From an optimization exercise on the open Yosys and OpenROAD flow, aimed at small area and a short achievable clock period; shortcuts taken in it are not production practice.
Where RTL was checked, it was by simulation tests only, not by an equivalence proof against the original.
No activity file was given, so power comes from the tool's default toggle rates.

==> job 4755 <==
==> flow/design.v <==
`default_nettype none
package fpAddPkg;
    parameter int FpWidth = 32;
    parameter int ExpWidth = 8;
    parameter int ManWidth = 23;
    parameter int SigWidth = ManWidth + 1;
    parameter int LzcWidth = 5;
    typedef logic [FpWidth-1:0] fpWordT;
    typedef logic [ExpWidth-1:0] expT;
    typedef logic [ManWidth-1:0] manT;
    typedef logic [SigWidth-1:0] sigT;
    typedef logic [LzcWidth-1:0] lzcT;
    parameter fpWordT FpOne = 32'h3f80_0000;
    parameter fpWordT FpMinusOne = 32'hbf80_0000;
    parameter int PipeDepth = 6;
endpackage
`default_nettype wire
`timescale 1ns/1ps
`default_nettype none
module prefixOr #(
    parameter int W = 8
) (
    input  logic [W-1:0] x_i,
    output logic [W-1:0] y_o
);
    localparam int L = $clog2(W);
    logic [L:0][W-1:0] p;
    assign p[0] = x_i;
    for (genvar l = 0; l < L; l++) begin : gLvl
        for (genvar i = 0; i < W; i++) begin : gBit
            if ((i >> l) & 1) begin : gOp
                assign p[l+1][i] = p[l][i] | p[l][((i >> l) << l) - 1];
            end else begin : gPass
                assign p[l+1][i] = p[l][i];
            end
        end
    end
    assign y_o = p[L];
endmodule
module prefixAnd #(
    parameter int W = 8
) (
    input  logic [W-1:0] x_i,
    output logic [W-1:0] y_o
);
    logic [W-1:0] yn;
    prefixOr #(.W(W)) i_prefixOr (.x_i(~x_i), .y_o(yn));
    assign y_o = ~yn;
endmodule
module normShift #(
    parameter int W = 24
) (
    input  logic [W-1:0] x_i,
    output logic [W-1:0] y_o,
    output logic [$clog2(W)-1:0] count_o
);
    localparam int L = $clog2(W);
    logic [L:0][W-1:0] s;
    assign s[0] = x_i;
    for (genvar l = 0; l < L; l++) begin : gStage
        localparam int Sh = 1 << (L - 1 - l);
        assign count_o[L-1-l] = ~(|s[l][W-1 -: Sh]);
        assign s[l+1] = count_o[L-1-l] ? (s[l] << Sh) : s[l];
    end
    assign y_o = s[L];
endmodule
`default_nettype wire
`default_nettype none
module lzc32 (
    input  logic [31:0] x_i,
    output logic [4:0]  count_o
);
    logic [15:0]      z1;
    logic [15:0][0:0] c1;
    logic [7:0]       z2;
    logic [7:0][1:0]  c2;
    logic [3:0]       z3;
    logic [3:0][2:0]  c3;
    logic [1:0]       z4;
    logic [1:0][3:0]  c4;
    for (genvar g = 0; g < 16; g++) begin : gL1
        assign z1[g] = ~x_i[2*g+1] & ~x_i[2*g];
        assign c1[g] = ~x_i[2*g+1];
    end
    for (genvar g = 0; g < 8; g++) begin : gL2
        assign z2[g] = z1[2*g+1] & z1[2*g];
        assign c2[g] = z1[2*g+1] ? {1'b1, c1[2*g]} : {1'b0, c1[2*g+1]};
    end
    for (genvar g = 0; g < 4; g++) begin : gL3
        assign z3[g] = z2[2*g+1] & z2[2*g];
        assign c3[g] = z2[2*g+1] ? {1'b1, c2[2*g]} : {1'b0, c2[2*g+1]};
    end
    for (genvar g = 0; g < 2; g++) begin : gL4
        assign z4[g] = z3[2*g+1] & z3[2*g];
        assign c4[g] = z3[2*g+1] ? {1'b1, c3[2*g]} : {1'b0, c3[2*g+1]};
    end
    assign count_o = z4[1] ? {1'b1, c4[0]} : {1'b0, c4[1]};
endmodule
`default_nettype wire
`timescale 1ns/1ps
`default_nettype none
module fpAddConstTop #(
    parameter int NumLanes = 2,
    parameter logic [NumLanes*32-1:0] LaneConsts = {32'hbf80_0000, 32'h3f80_0000}
) (
    input  logic                   clk_i,
    input  logic                   rstn_i,
    input  logic                   valid_i,
    input  logic [31:0]            a_i,
    output logic [NumLanes-1:0][31:0] result_o,
    output logic                   done_o
);
    logic vld1, vld2, seen2;
    always_ff @(posedge clk_i or negedge rstn_i) begin
        if (!rstn_i) begin
            vld1 <= 1'b0;
            vld2 <= 1'b0;
            done_o <= 1'b0;
            seen2 <= 1'b0;
        end else begin
            vld1 <= valid_i;
            vld2 <= vld1;
            done_o <= vld2;
            if (vld1) seen2 <= 1'b1;
        end
    end
    logic [31:0] aQ;
    always_ff @(posedge clk_i) begin
        if (valid_i) aQ <= a_i;
    end
    logic        s;
    logic [7:0]  e;
    logic [22:0] m;
    assign s = aQ[31];
    assign e = aQ[30:23];
    assign m = aQ[22:0];
    logic eH, e127, eTiny;
    assign eH = e[7];
    assign e127 = (e == 8'd127);
    assign eTiny = ~e[7] & ~(e[6] & e[5] & (e[4] | e[3]));
    logic        hiIn;
    logic [22:0] hiMask;
    assign hiIn = eH & (e[6:0] <= 7'd22);
    always_comb begin
        for (int i = 0; i < 23; i++) begin
            hiMask[i] = hiIn & (e[4:0] >= 5'(22 - i));
        end
    end
    logic [22:0] cyRun, bwRun;
    prefixAnd #(.W(23)) i_cyRun (.x_i(m | ~hiMask), .y_o(cyRun));
    prefixAnd #(.W(23)) i_bwRun (.x_i(~m | ~hiMask), .y_o(bwRun));
    logic        cyOut, bwOut;
    logic [22:0] inc, dec;
    assign cyOut = hiMask[22] & cyRun[22];
    assign bwOut = hiMask[22] & bwRun[22];
    assign inc = m ^ (hiMask & {cyRun[21:0], 1'b1});
    assign dec = m ^ (hiMask & {bwRun[21:0], 1'b1});
    logic [7:0] eRun1, ePlus;
    prefixAnd #(.W(8)) i_eRun1 (.x_i(e), .y_o(eRun1));
    assign ePlus = e ^ {eRun1[6:0], 1'b1};
    logic [23:0] x24;
    assign x24 = eTiny ? 24'd0 : ({1'b1, m} >> (~e[4:0]));
    logic [22:0] xRun;
    logic [22:0] negX;
    prefixOr #(.W(23)) i_xRun (.x_i(x24[22:0]), .y_o(xRun));
    assign negX = x24[22:0] ^ {xRun[21:0], 1'b0};
    logic [7:0]  addExp;
    logic [22:0] addMan;
    always_comb begin
        if (eH) begin
            addExp = cyOut ? ePlus : e;
            addMan = cyOut ? {1'b0, inc[22:1]} : inc;
        end else if (e127) begin
            addExp = 8'd128;
            addMan = {1'b0, m[22:1]};
        end else begin
            addExp = 8'd127;
            addMan = x24[22:0];
        end
    end
    logic [23:0] subSig;
    always_comb begin
        if (eH) begin
            subSig = {~bwOut, dec};
        end else if (e127) begin
            subSig = {1'b0, m};
        end else begin
            subSig = {eTiny, negX};
        end
    end
    logic        sQ, hiQ, bigQ, zeroQ;
    logic [7:0]  eQ;
    logic [30:0] addQ;
    logic [23:0] subQ;
    always_ff @(posedge clk_i) begin
        sQ <= s;
        hiQ <= eH;
        bigQ <= eH | (e127 & (|m));
        zeroQ <= e127 & ~(|m);
        eQ <= e;
        addQ <= {addExp, addMan};
        subQ <= subSig;
    end
    logic [4:0] lz;
    lzc32 i_lzc32 (.x_i({subQ, 8'hff}), .count_o(lz));
    logic [23:0] subNorm;
    assign subNorm = subQ << lz;
    logic [7:0] eRun0, eMinus;
    prefixAnd #(.W(8)) i_eRun0 (.x_i(~eQ), .y_o(eRun0));
    assign eMinus = eQ ^ {eRun0[6:0], 1'b1};
    logic [7:0] subExp;
    assign subExp = hiQ ? (lz[0] ? eMinus : eQ) : {3'b011, ~lz};
    logic [30:0] subW;
    assign subW = {subExp, subNorm[22:0]};
    logic add0, sub0, add1, sub1;
    assign add0 = seen2 & ~sQ;
    assign sub0 = seen2 & sQ & ~zeroQ;
    assign add1 = seen2 & sQ;
    assign sub1 = seen2 & ~sQ & ~zeroQ;
    logic [63:0] resD;
    assign resD[31] = sub0 & bigQ;
    assign resD[30:0] = ({31{add0}} & addQ) | ({31{sub0}} & subW);
    assign resD[63] = add1 | (sub1 & ~bigQ);
    assign resD[62:32] = ({31{add1}} & addQ) | ({31{sub1}} & subW);
    always_ff @(posedge clk_i or negedge rstn_i) begin
        if (!rstn_i) begin
            result_o <= '0;
        end else begin
            result_o <= resD;
        end
    end
endmodule
`default_nettype wire
==> flow/run.sh <==
#!/bin/bash
# synth_recipe.tcl (not shown) runs the flow's synth.tcl, then flattens the netlist and writes it again
# the make line also repeats each setting of config.mk as NAME=value (left out here)
make -C /OpenROAD-flow-scripts/flow DESIGN_CONFIG=/design/flow/config.mk WORK_HOME=/design/flow/orfs CLKGATE_MAP_FILE= SYNTH_SCRIPT=/design/flow/synth_recipe.tcl finish
==> flow/config.mk <==
export PLATFORM = sky130hd
export DESIGN_NAME = fpAddConstTop
export DESIGN_NICKNAME = fpAddConstTop
export VERILOG_FILES = /design/flow/design.v
export SDC_FILE = /design/flow/constraint.sdc
export NUM_CORES = 4
export LEC_CHECK = 0
export CAP_MARGIN = 20
export CORE_MARGIN = 2
export CORE_UTILIZATION = 40
export SETUP_SLACK_MARGIN = 2.5
export SLEW_MARGIN = 20
==> flow/constraint.sdc <==
create_clock -name core_clock -period 5.0 [get_ports {clk_i}]
set_input_delay 1.0000 -clock core_clock [delete_from_list [all_inputs] [get_ports {clk_i}]]
set_output_delay 1.0000 -clock core_clock [all_outputs]
set_load 0.01 [all_outputs]
==> inputs of job 1164, as changes to job 4755 <==
==> flow/design.v (replaced) <==
`default_nettype none
package fpAddPkg;
    parameter int FpWidth = 32;
    parameter int ExpWidth = 8;
    parameter int ManWidth = 23;
    parameter int SigWidth = ManWidth + 1;
    parameter int LzcWidth = 5;
    typedef logic [FpWidth-1:0] fpWordT;
    typedef logic [ExpWidth-1:0] expT;
    typedef logic [ManWidth-1:0] manT;
    typedef logic [SigWidth-1:0] sigT;
    typedef logic [LzcWidth-1:0] lzcT;
    parameter fpWordT FpOne = 32'h3f80_0000;
    parameter fpWordT FpMinusOne = 32'hbf80_0000;
    parameter int PipeDepth = 6;
endpackage
`default_nettype wire
`timescale 1ns/1ps
`default_nettype none
module prefixOr #(
    parameter int W = 8
) (
    input  logic [W-1:0] x_i,
    output logic [W-1:0] y_o
);
    localparam int L = (W <= 2) ? 1 : (W <= 4) ? 2 : (W <= 8) ? 3 :
                       (W <= 16) ? 4 : (W <= 32) ? 5 : 6;
    logic [L:0][W-1:0] p;
    assign p[0] = x_i;
    for (genvar l = 0; l < L; l++) begin : gLvl
        for (genvar i = 0; i < W; i++) begin : gBit
            if ((i >> l) & 1) begin : gOp
                assign p[l+1][i] = p[l][i] | p[l][((i >> l) << l) - 1];
            end else begin : gPass
                assign p[l+1][i] = p[l][i];
            end
        end
    end
    assign y_o = p[L];
endmodule
module prefixAnd #(
    parameter int W = 8
) (
    input  logic [W-1:0] x_i,
    output logic [W-1:0] y_o
);
    logic [W-1:0] yn;
    prefixOr #(.W(W)) i_prefixOr (.x_i(~x_i), .y_o(yn));
    assign y_o = ~yn;
endmodule
`default_nettype wire
`default_nettype none
module lzc32 (
    input  logic [31:0] x_i,
    output logic [4:0]  count_o
);
    logic [15:0]      z1;
    logic [15:0][0:0] c1;
    logic [7:0]       z2;
    logic [7:0][1:0]  c2;
    logic [3:0]       z3;
    logic [3:0][2:0]  c3;
    logic [1:0]       z4;
    logic [1:0][3:0]  c4;
    for (genvar g = 0; g < 16; g++) begin : gL1
        assign z1[g] = ~x_i[2*g+1] & ~x_i[2*g];
        assign c1[g] = ~x_i[2*g+1];
    end
    for (genvar g = 0; g < 8; g++) begin : gL2
        assign z2[g] = z1[2*g+1] & z1[2*g];
        assign c2[g] = z1[2*g+1] ? {1'b1, c1[2*g]} : {1'b0, c1[2*g+1]};
    end
    for (genvar g = 0; g < 4; g++) begin : gL3
        assign z3[g] = z2[2*g+1] & z2[2*g];
        assign c3[g] = z2[2*g+1] ? {1'b1, c2[2*g]} : {1'b0, c2[2*g+1]};
    end
    for (genvar g = 0; g < 2; g++) begin : gL4
        assign z4[g] = z3[2*g+1] & z3[2*g];
        assign c4[g] = z3[2*g+1] ? {1'b1, c3[2*g]} : {1'b0, c3[2*g+1]};
    end
    assign count_o = z4[1] ? {1'b1, c4[0]} : {1'b0, c4[1]};
endmodule
`default_nettype wire
`timescale 1ns/1ps
`default_nettype none
module fpAddConstTop #(
    parameter int NumLanes = 2,
    parameter logic [NumLanes*32-1:0] LaneConsts = {32'hbf80_0000, 32'h3f80_0000}
) (
    input  logic                   clk_i,
    input  logic                   rstn_i,
    input  logic                   valid_i,
    input  logic [31:0]            a_i,
    output logic [NumLanes-1:0][31:0] result_o,
    output logic                   done_o
);
    logic vld1, vld2, seen1;
    always_ff @(posedge clk_i or negedge rstn_i) begin
        if (!rstn_i) begin
            vld1 <= 1'b0;
            vld2 <= 1'b0;
            done_o <= 1'b0;
            seen1 <= 1'b0;
        end else begin
            vld1 <= valid_i;
            vld2 <= vld1;
            done_o <= vld2;
            if (valid_i) seen1 <= 1'b1;
        end
    end
    logic [7:0] eIn;
    assign eIn = a_i[30:23];
    logic        eHIn, e127In, eTinyIn, eNIn;
    logic [22:0] hiMaskIn;
    assign eHIn = eIn[7];
    assign e127In = (eIn == 8'd127);
    assign eTinyIn = ~eIn[7] & ~(eIn[6] & eIn[5] & (eIn[4] | eIn[3]));
    assign eNIn = ~eIn[7] & (eIn[6:1] == 6'b111111);
    always_comb begin
        for (int i = 0; i < 23; i++) begin
            hiMaskIn[i] = eIn[7] & (eIn[6:0] <= 7'd22) & (eIn[4:0] >= 5'(22 - i));
        end
    end
    logic        s, eH, e127, eTiny, eN;
    logic [7:0]  e;
    logic [22:0] m, hiMask;
    always_ff @(posedge clk_i) begin
        if (valid_i) begin
            s <= a_i[31];
            e <= eIn;
            m <= a_i[22:0];
            eH <= eHIn;
            e127 <= e127In;
            eTiny <= eTinyIn;
            eN <= eNIn;
            hiMask <= hiMaskIn;
        end
    end
    logic [22:0] cyRun, bwRun;
    prefixAnd #(.W(23)) i_cyRun (.x_i(m | ~hiMask), .y_o(cyRun));
    prefixAnd #(.W(23)) i_bwRun (.x_i(~m | ~hiMask), .y_o(bwRun));
    logic        cyOut, bwOut;
    logic [22:0] inc, dec;
    assign cyOut = hiMask[22] & cyRun[22];
    assign bwOut = hiMask[22] & bwRun[22];
    assign inc = m ^ (hiMask & {cyRun[21:0], 1'b1});
    assign dec = m ^ (hiMask & {bwRun[21:0], 1'b1});
    logic [22:0] x23;
    assign x23 = eTiny ? 23'd0 : 23'({1'b1, m} >> (~e[4:0]));
    logic [21:0] yRun;
    logic [22:0] w;
    prefixOr #(.W(22)) i_yRun (.x_i(m[22:1]), .y_o(yRun));
    assign w = e127 ? m : {~yRun[21], m[22:1] ^ {yRun[20:0], 1'b0}};
    logic [4:0] wLz;
    lzc32 i_lzc32 (.x_i({1'b0, w, 8'hff}), .count_o(wLz));
    logic zero, big;
    assign zero = e127 & ~(|m);
    assign big = eH | (e127 & ~zero);
    logic [1:0] laneAdd, laneSub;
    assign laneAdd = {seen1 & s, seen1 & ~s};
    assign laneSub = {seen1 & ~s & ~zero, seen1 & s & ~zero};
    logic        cyQ, hQ;
    logic [7:0]  eQ;
    logic [22:0] addQ, subQ;
    logic [4:0]  shQ;
    logic [1:0]  selAddQ, selNormQ, selLowQ, selTinyQ, signQ;
    always_ff @(posedge clk_i) begin
        hQ <= eH;
        cyQ <= cyOut | e127;
        eQ <= (eH | e127) ? e : 8'd127;
        addQ <= (eH | e127) ? inc : x23;
        subQ <= eH ? dec : w;
        shQ <= eH ? {4'd0, bwOut} : wLz;
        selAddQ <= laneAdd;
        selNormQ <= laneSub & {2{eH | eN}};
        selLowQ <= laneSub & {2{~eH & ~eN & ~eTiny}};
        selTinyQ <= laneSub & {2{eTiny}};
        signQ <= {laneAdd[1] | (laneSub[1] & ~big), laneSub[0] & big};
    end
    logic [7:0] eRun1, ePlus;
    prefixAnd #(.W(8)) i_eRun1 (.x_i(eQ), .y_o(eRun1));
    assign ePlus = eQ ^ {eRun1[6:0], 1'b1};
    logic [30:0] addW;
    assign addW = cyQ ? {ePlus, 1'b0, addQ[22:1]} : {eQ, addQ};
    logic [22:0] subNorm;
    assign subNorm = subQ << shQ;
    logic [7:0] eRun0, eMinus;
    prefixAnd #(.W(8)) i_eRun0 (.x_i(~eQ), .y_o(eRun0));
    assign eMinus = eQ ^ {eRun0[6:0], 1'b1};
    logic [30:0] normW;
    assign normW = {hQ ? (shQ[0] ? eMinus : eQ) : {3'b011, ~shQ}, subNorm};
    logic [21:0] xRun;
    logic [30:0] lowW;
    prefixOr #(.W(22)) i_xRun (.x_i(addQ[21:0]), .y_o(xRun));
    assign lowW = {8'd126, addQ[21:0] ^ {xRun[20:0], 1'b0}, 1'b0};
    logic [63:0] resD;
    for (genvar g = 0; g < 2; g++) begin : gLane
        assign resD[32*g+31] = signQ[g];
        assign resD[32*g +: 31] = ({31{selAddQ[g]}} & addW)
                                | ({31{selNormQ[g]}} & normW)
                                | ({31{selLowQ[g]}} & lowW)
                                | ({31{selTinyQ[g]}} & {8'd127, 23'd0});
    end
    always_ff @(posedge clk_i or negedge rstn_i) begin
        if (!rstn_i) begin
            result_o <= '0;
        end else begin
            result_o <= resD;
        end
    end
endmodule
`default_nettype wire
==> metrics.md <==
| Metric | Value |
|---|---|
| Switch share | `0.331` |
| Primary FF master, synth | `dfxtp_1` |
| Average wire per standard cell | `21.1 um` |
| Status | `timing/DRC/antenna clean` |
| Achievable frequency | `0.378 GHz` |
| Non-clk bufs | `169` |
| Total track usage | `0.237` |
| R2R cell count | `6` |
| Layout clock buffer count | `21` |
| Multi-input gates | `934` |
| Reg clk slew, reported paths | `0.07 ns` |
(the above is from job 1164)
==> metrics.md <==
| Metric | Value |
|---|---|
| R2R cell count | `13` |
| Multi-input gates | `927` |
| Total track usage | `0.287` |
| Reg clk slew, reported paths | `0.08 ns` |
| Status | `timing/DRC/antenna clean` |
| Tot Pwr | `0.00528 W` |
| Average wire per standard cell | `23.6 um` |
| Achievable frequency | `0.289 GHz` |
| Switch share | `0.376` |
| Primary FF master, synth | `dfrtp_1` |
(the above is from job 4755)
The RTL of job 4755 was laid out without a check of its function.

==> static timing again, ports no longer ideal <==
No port has a modelled driver above. Below, the same layouts with a new extraction and two added sets of constraints. Step 1 assumes that a clkbuf_16 drives the clock port and a buf_2 every other input. Step 2 times the ports against the registers' clock, not the clock port: input delays grow and output delays shrink by t, the midpoint of the rising clock arrivals with the driver on. Slacks: ideal ports / drivers / drivers and shift; pairs: ideal ports / drivers.
run	t (ns)	setup WS [ns]	worst hold slack (ns)	worst slew at a driven data input, ns
job 4755	0.494	1.535 / 1.535 / 1.535	0.353 / 0.353 / 0.353	0.04
job 1164	0.494	2.356 / 2.356 / 2.068	0.328 / 0.328 / 0.328	0.04
After both steps every run listed still meets setup and hold. The setup slack of job 1164, which loses most, moves by 0.000 ns with the drivers and by -0.288 ns with both steps.
